What follows belongs to an exercise in optimizing a design on an open flow for small area, a short achievable clock period and few clock cycles per item; a production flow would make more cautious choices. Function was checked by simulation only, so behaviour that the tests miss may differ from the original. No activity file was given, so power comes from the tool's default toggle rates.

==> v8 <==
// aluPipeTop
module aluPipeTop (
	input  logic        clk,
	input  logic        arstN,
	input  logic        inValid,
	input  logic [31:0] inInstr,
	input  logic [31:0] inRsValue,
	input  logic [31:0] inRtValue,
	input  logic [7:0]  inTag,
	input  logic        outCredit,
	output logic        inCredit,
	output logic        outValid,
	output logic [31:0] outResult,
	output logic [4:0]  outDestReg,
	output logic [7:0]  outTag,
	output logic        outIllegal
);
Settings: LEC_CHECK=0, ABC_AREA=1, CAP_MARGIN=20, CORE_MARGIN=2, CORE_UTILIZATION=50, SETUP_SLACK_MARGIN=5, SLEW_MARGIN=20, TNS_END_PERCENT=0; clock period 8.4 ns.
standard.sh (not shown) runs the stock make flow with config.mk's settings and CLKGATE_MAP_FILE= SYNTH_SCRIPT=/design/flow/synth_recipe.tcl, a recipe that flattens the netlist after the stock synthesis.
==> flow/flow/run.sh <==
#!/bin/bash
set -euo pipefail
bash standard.sh SETUP_SLACK_MARGIN=5.6 "BUFFER_PORTS_ARGS=-buffer_cell sky130_fd_sc_hd__buf_4" finish > standard.log 2>&1
==> inputs of v39, as changes to v8 <==
==> flow/flow/run.sh (replaced) <==
#!/bin/bash
# The standard layout with these changes to how it is made:
#  - synthesis skips Yosys's early generic ABC pass (SYNTH_ARGS=-noabc), so the
#    multiplier's carry-save tree keeps its structure into full-adder mapping;
#    everything else in synthesis is the standard flow's (synth_recipe.tcl, same settings);
#  - every flip-flop then takes the instance name that the standard
#    synthesis (run here too, in ref/) gives the flip-flop driving the same
#    net, so the registers pair with the standard synthesis by name and cell
#    type (flow/rename_regs.py, which fails the flow if any does not pair);
#  - the port buffers are buf_4 cells instead of the default pick.
# The clock period, constraints, floorplan, power grid and CTS are the standard flow's.
set -euo pipefail
W=$PWD
RES=$W/orfs/results/$FLOW_PLATFORM/aluPipeTop/base
REF=$W/ref/results/$FLOW_PLATFORM/aluPipeTop/base
bash standard.sh WORK_HOME=$W/ref synth > ref_synth.log 2>&1
bash standard.sh SYNTH_ARGS=-noabc $RES/1_2_yosys.v > own_synth.log 2>&1
cp $RES/1_2_yosys.v own_synth_before_rename.v
python3 flow/rename_regs.py $REF/1_2_yosys.v $RES/1_2_yosys.v > rename_regs.log 2>&1
bash standard.sh SYNTH_ARGS=-noabc SETUP_SLACK_MARGIN=5.6 "BUFFER_PORTS_ARGS=-buffer_cell sky130_fd_sc_hd__buf_4" finish > standard.log 2>&1
==> flow/flow/rename_regs.py (new file) <==
#!/usr/bin/env python3
"""Give every flip-flop of a netlist the instance name the standard synthesis
gave the flip-flop that drives the same net.

usage: rename_regs.py REFERENCE.v NETLIST.v   (NETLIST.v is rewritten)
Both are flat gate-level Verilog from ORFS's synthesis of the same RTL. A
flip-flop is paired by the net on its Q pin; a pair whose cell types differ, or
a flip-flop left without a partner, is reported and makes the script fail.
"""
import re
import sys

INST = re.compile(r"^(\s*)(sky130_fd_sc_hd__\w+)\s+(\\\S+\s|\w+)\s*\(\s*$")
QPIN = re.compile(r"^\s*\.Q\((.*)\)\s*,?\s*$")
FF = re.compile(r"sky130_fd_sc_hd__(dfxtp|dfrtp|dfstp|dfrbp|dfsbp|edfxtp|dfbbp|dfxbp|sdf|sedf|dfrtn|edfxbp)")


def flops(lines):
    """[(line index of the instance, cell, name, q net)]"""
    out = []
    i = 0
    while i < len(lines):
        m = INST.match(lines[i])
        if m and FF.match(m.group(2)):
            j = i + 1
            q = None
            while j < len(lines) and not lines[j].strip().startswith(");"):
                mq = QPIN.match(lines[j])
                if mq:
                    q = mq.group(1).strip()
                j += 1
            out.append((i, m.group(2), m.group(3).strip(), q))
            i = j
        else:
            i += 1
    return out


def main():
    ref_lines = open(sys.argv[1]).read().split("\n")
    lines = open(sys.argv[2]).read().split("\n")
    ref = {q: (cell, name) for _, cell, name, q in flops(ref_lines)}
    mine = flops(lines)
    names = set()
    for l in lines:
        m = INST.match(l)
        if m:
            names.add(m.group(3).strip())
    bad = 0
    renamed = 0
    # second chance for a flip-flop whose Q net took another name: the
    # register name in front of the "$" of both instance names
    base = lambda n: n.split("$")[0] if n.startswith("\\") and "$" in n else None
    for idx, cell, name, q in mine:
        if q in ref:
            rcell, rname = ref.pop(q)
        else:
            hit = [k for k, (c, n) in ref.items() if base(n) is not None and base(n) == base(name)]
            if len(hit) != 1:
                print(f"no partner for {name} ({cell}, Q {q})")
                bad += 1
                continue
            rcell, rname = ref.pop(hit[0])
        if rcell != cell:
            print(f"cell differs for {name}: {cell} here, {rcell} in the reference")
            bad += 1
        if rname != name:
            if rname in names:
                print(f"name {rname} already taken, {name} left as is")
                bad += 1
                continue
            m = INST.match(lines[idx])
            esc = rname + " " if rname.startswith("\\") else rname
            lines[idx] = f"{m.group(1)}{cell} {esc} ("
            names.discard(name)
            names.add(rname)
            renamed += 1
    for q, (rcell, rname) in ref.items():
        print(f"reference flip-flop {rname} ({rcell}, Q {q}) has no partner")
        bad += 1
    print(f"{len(mine)} flip-flops, {renamed} renamed, {bad} problems")
    open(sys.argv[2], "w").write("\n".join(lines))
    sys.exit(1 if bad else 0)


main()
==> comparison table <==
metric                                                                   v39                       v8
Outcome                                              complete, no violations  complete, no violations
Adder-Cell Fraction of Synth Area                                      0.184                    0.186
Peak clock frequency supported by timing                             331 MHz                  331 MHz
Count of placed standard cells including taps                          4,306                    4,572
Worst slack on hold paths                                           0.321 ns                 0.326 ns
Post-synthesis to final-layout area growth                             14.7%                    14.9%
Clock power frac                                                       0.324                    0.334
Initial Utilization                                                    0.504                    0.504
Measured slew at the worst slew-check pin                            1.11 ns                  1.11 ns
Multi-input logic portion of the cell area                             0.463                    0.452
End of the worst register-to-register path                         rows2[30]                 rows2[0]
Sequential cell area fraction in the yosys report                      0.432                    0.422
Mux contribution to synthesized area                                 0.00131                  0.00128
Overall die width                                                     266 um                   269 um
Top routing layer used                                                  met5                     met4
Area share of and/or/nand/nor cells after synthesis                    0.123                    0.127
Amount of wire on met2 after detailed routing                      50,600 um                53,100 um
Startpoint of the worst setup timing path                             a1[21]                   a1[16]
Testbench counts of v8, summed over its fixed seeds: cycles 8,032, items 8,000.
Testbench counts of v39, summed over its fixed seeds: cycles 8,032, items 8,000.

==> v3: inputs <==
Another version of the RTL of aluPipeTop (not shown whole).
Settings: LEC_CHECK=0, ABC_AREA=1, CAP_MARGIN=20, CORE_MARGIN=2, CORE_UTILIZATION=50, CTS_CLUSTER_DIAMETER=100, CTS_CLUSTER_SIZE=25, SETUP_SLACK_MARGIN=5, SLEW_MARGIN=20, TNS_END_PERCENT=0; clock period 8.4 ns.
==> flow/flow/run.sh <==
#!/bin/bash
# The standard layout with these changes to how it is made:
#  - synthesis skips Yosys's early generic ABC pass (SYNTH_ARGS=-noabc), so the
#    multiplier's carry-save tree keeps its structure into full-adder mapping;
#    everything else in synthesis is the standard flow's (synth_recipe.tcl, same settings);
#  - every flip-flop then takes the instance name that the standard
#    synthesis (run here too, in ref/) gives the flip-flop driving the same
#    net, so the registers pair with the standard synthesis by name and cell
#    type (flow/rename_regs.py, which fails the flow if any does not pair);
#  - the port buffers are buf_4 cells instead of the default pick;
#  - the buffers ABC put in are taken out at floorplan (REMOVE_ABC_BUFFERS=1);
#    placement's repair_design buffers what needs it.
# The clock period, constraints, floorplan, power grid and CTS are the standard flow's.
set -euo pipefail
W=$PWD
RES=$W/orfs/results/$FLOW_PLATFORM/aluPipeTop/base
REF=$W/ref/results/$FLOW_PLATFORM/aluPipeTop/base
bash standard.sh WORK_HOME=$W/ref synth > ref_synth.log 2>&1
bash standard.sh SYNTH_ARGS=-noabc $RES/1_2_yosys.v > own_synth.log 2>&1
cp $RES/1_2_yosys.v own_synth_before_rename.v
python3 flow/rename_regs.py $REF/1_2_yosys.v $RES/1_2_yosys.v > rename_regs.log 2>&1
bash standard.sh SYNTH_ARGS=-noabc SETUP_SLACK_MARGIN=5.6 "BUFFER_PORTS_ARGS=-buffer_cell sky130_fd_sc_hd__buf_4" REMOVE_ABC_BUFFERS=1 finish > standard.log 2>&1
Other scripts of this flow, unchanged in this note and not shown: flow/flow/rename_regs.py
==> v12 (differences from v3) <==
--- a/flow/flow/run.sh
+++ b/flow/flow/run.sh
@@ -8,7 +8,5 @@
 #    net, so the registers pair with the standard synthesis by name and cell
 #    type (flow/rename_regs.py, which fails the flow if any does not pair);
-#  - the port buffers are buf_4 cells instead of the default pick;
-#  - the buffers ABC put in are taken out at floorplan (REMOVE_ABC_BUFFERS=1);
-#    placement's repair_design buffers what needs it.
+#  - the port buffers are buf_4 cells instead of the default pick.
 # The clock period, constraints, floorplan, power grid and CTS are the standard flow's.
 set -euo pipefail
@@ -20,3 +18,3 @@
 cp $RES/1_2_yosys.v own_synth_before_rename.v
 python3 flow/rename_regs.py $REF/1_2_yosys.v $RES/1_2_yosys.v > rename_regs.log 2>&1
-bash standard.sh SYNTH_ARGS=-noabc SETUP_SLACK_MARGIN=5.6 "BUFFER_PORTS_ARGS=-buffer_cell sky130_fd_sc_hd__buf_4" REMOVE_ABC_BUFFERS=1 finish > standard.log 2>&1
+bash standard.sh SYNTH_ARGS=-noabc SETUP_SLACK_MARGIN=5.6 "BUFFER_PORTS_ARGS=-buffer_cell sky130_fd_sc_hd__buf_4" finish > standard.log 2>&1
==> PnR_summary.wiki <==
{| class="wikitable"
! Metric !! Value
|-
| Post-cts gate resize count || 25
|-
| Beginning of the worst register-to-register path || sel1[10]$_SDFF_PN0_
|-
| Run status || complete, no violations
|-
| Sw Share || 33.3%
|-
| Number of violations reported at the end of detailed-routing iteration 0 || 2,401
|}
(the above is from v3)
==> PnR_summary.wiki <==
{| class="wikitable"
! Metric !! Value
|-
| Run status || complete, no violations
|-
| Sw Share || 34.0%
|-
| Number of violations reported at the end of detailed-routing iteration 0 || 2,579
|-
| Post-cts gate resize count || 27
|}
(the above is from v12)
Testbench counts of v3, summed over its fixed seeds: cycles 8,032, items 8,000.
Testbench counts of v12, summed over its fixed seeds: cycles 8,032, items 8,000.

==> inputs of pepper <==
aluPipeTop, a different RTL version from the one above (not shown whole).
clock: 8.4 ns
lec_check: 0
abc_area: 1
cap_margin: 20
core_margin: 2
core_utilization: 50
setup_slack_margin: 5
slew_margin: 20
tns_end_percent: 0
==> flow/flow/run.sh <==
#!/bin/bash
# The standard layout with these changes to how it is made:
#  - synthesis skips Yosys's early generic ABC pass (SYNTH_ARGS=-noabc), so the
#    multiplier's carry-save tree keeps its structure into full-adder mapping;
#    everything else in synthesis is the standard flow's (synth_recipe.tcl, same settings);
#  - every flip-flop then takes the instance name that the standard
#    synthesis (run here too, in ref/) gives the flip-flop driving the same
#    net, so the registers pair with the standard synthesis by name and cell
#    type (flow/rename_regs.py, which fails the flow if any does not pair);
#  - the port buffers are buf_4 cells instead of the default pick.
# The clock period, constraints, floorplan, power grid and CTS are the standard flow's.
set -euo pipefail
W=$PWD
RES=$W/orfs/results/$FLOW_PLATFORM/aluPipeTop/base
REF=$W/ref/results/$FLOW_PLATFORM/aluPipeTop/base
bash standard.sh WORK_HOME=$W/ref synth > ref_synth.log 2>&1
bash standard.sh SYNTH_ARGS=-noabc $RES/1_2_yosys.v > own_synth.log 2>&1
cp $RES/1_2_yosys.v own_synth_before_rename.v
python3 flow/rename_regs.py $REF/1_2_yosys.v $RES/1_2_yosys.v > rename_regs.log 2>&1
bash standard.sh SYNTH_ARGS=-noabc SETUP_SLACK_MARGIN=5.6 "BUFFER_PORTS_ARGS=-buffer_cell sky130_fd_sc_hd__buf_4" finish > standard.log 2>&1
Other scripts of this flow, unchanged in this note and not shown: flow/flow/rename_regs.py
==> amber: changes against pepper <==
--- a/flow/config.mk
+++ b/flow/config.mk
@@ -9,6 +9,8 @@
 export CAP_MARGIN = 20
 export CORE_MARGIN = 2
 export CORE_UTILIZATION = 50
+export CTS_CLUSTER_DIAMETER = 100
+export CTS_CLUSTER_SIZE = 25
 export SETUP_SLACK_MARGIN = 5
 export SLEW_MARGIN = 20
 export TNS_END_PERCENT = 0
==> qor summary <==
metric                                                                             pepper        amber
Clock latency of the later-clocked register in the worst-skew pair                0.63 ns      0.65 ns
Final core occ                                                                      0.570        0.550
Share of the clock period used by the worst path                                    0.354        0.353
Slew at the pin closest to its max-slew limit                                     1.10 ns      1.09 ns
Total chip power                                                                  9600 uW      8330 uW
Outcome                                                  no timing/DRC/antenna violations  no timing/DRC/antenna violations
Met2 routing resource usage after global routing                                    0.530        0.530
Met3 track utilization from global routing                                         0.0663       0.0517
Required @ worst endpoint                                                         8.84 ns      8.86 ns
Met1 usage                                                                          0.408        0.410
Average wire per standard cell                                                    25.5 um      25.6 um
Data arrival time at the worst-slack endpoint                                     3.42 ns      3.43 ns
Setup clock skew after layout                                                   0.0241 ns    0.0466 ns
Proportion of power drawn by the clock network                                      0.318        0.215
Final-layout worst hold slack                                                    0.326 ns     0.336 ns
Power density cells                                                           246 nW/um^2  222 nW/um^2
Setup slack on the worst flop-to-flop path                                        5.43 ns      5.43 ns
Number of design-rule violations left by the first detailed-router iteration         2981         2840
Clock buffer cells                                                                     90           43
Power consumed by sequential cells                                                4070 uW      4060 uW
Max Clk Rate                                                                      336 MHz      337 MHz
Testbench counts of pepper, summed over its fixed seeds: cycles 8,032, items 8,000.
Testbench counts of amber, summed over its fixed seeds: cycles 8,032, items 8,000.

what the ideal ports hide:
No port has a modelled driver above. Below, the same layouts with a new extraction and two added sets of constraints.
Step 1 assumes that a clkbuf_16 drives the clock port and a buf_2 every other input.
Step 2, shift: input delay + t, output delay - t, t = (earliest + latest rising clock arrival at the registers) / 2. This alone moves slack from input paths to output paths.
Slacks: no drivers / after step 1 / after step 2; pairs: no drivers / after step 1.
run	t (ns)	setup WS [ns]	clock arrival spread, ns	pins driven straight from the clock port
v8	0.691	5.382 / 5.382 / 4.927	0.041 / 0.042	1
v39	0.675	5.375 / 5.375 / 4.874	0.030 / 0.030	1
v3	0.677	5.430 / 5.417 / 4.838	0.050 / 0.050	1
v12	0.675	5.418 / 5.388 / 4.860	0.031 / 0.031	1
pepper	0.685	5.427 / 5.423 / 4.922	0.026 / 0.026	1
amber	0.696	5.435 / 5.406 / 4.935	0.049 / 0.049	1
After both steps every run listed still meets setup and hold. The setup slack of v3, which loses most, moves by -0.013 ns with the drivers and by -0.592 ns with both steps.
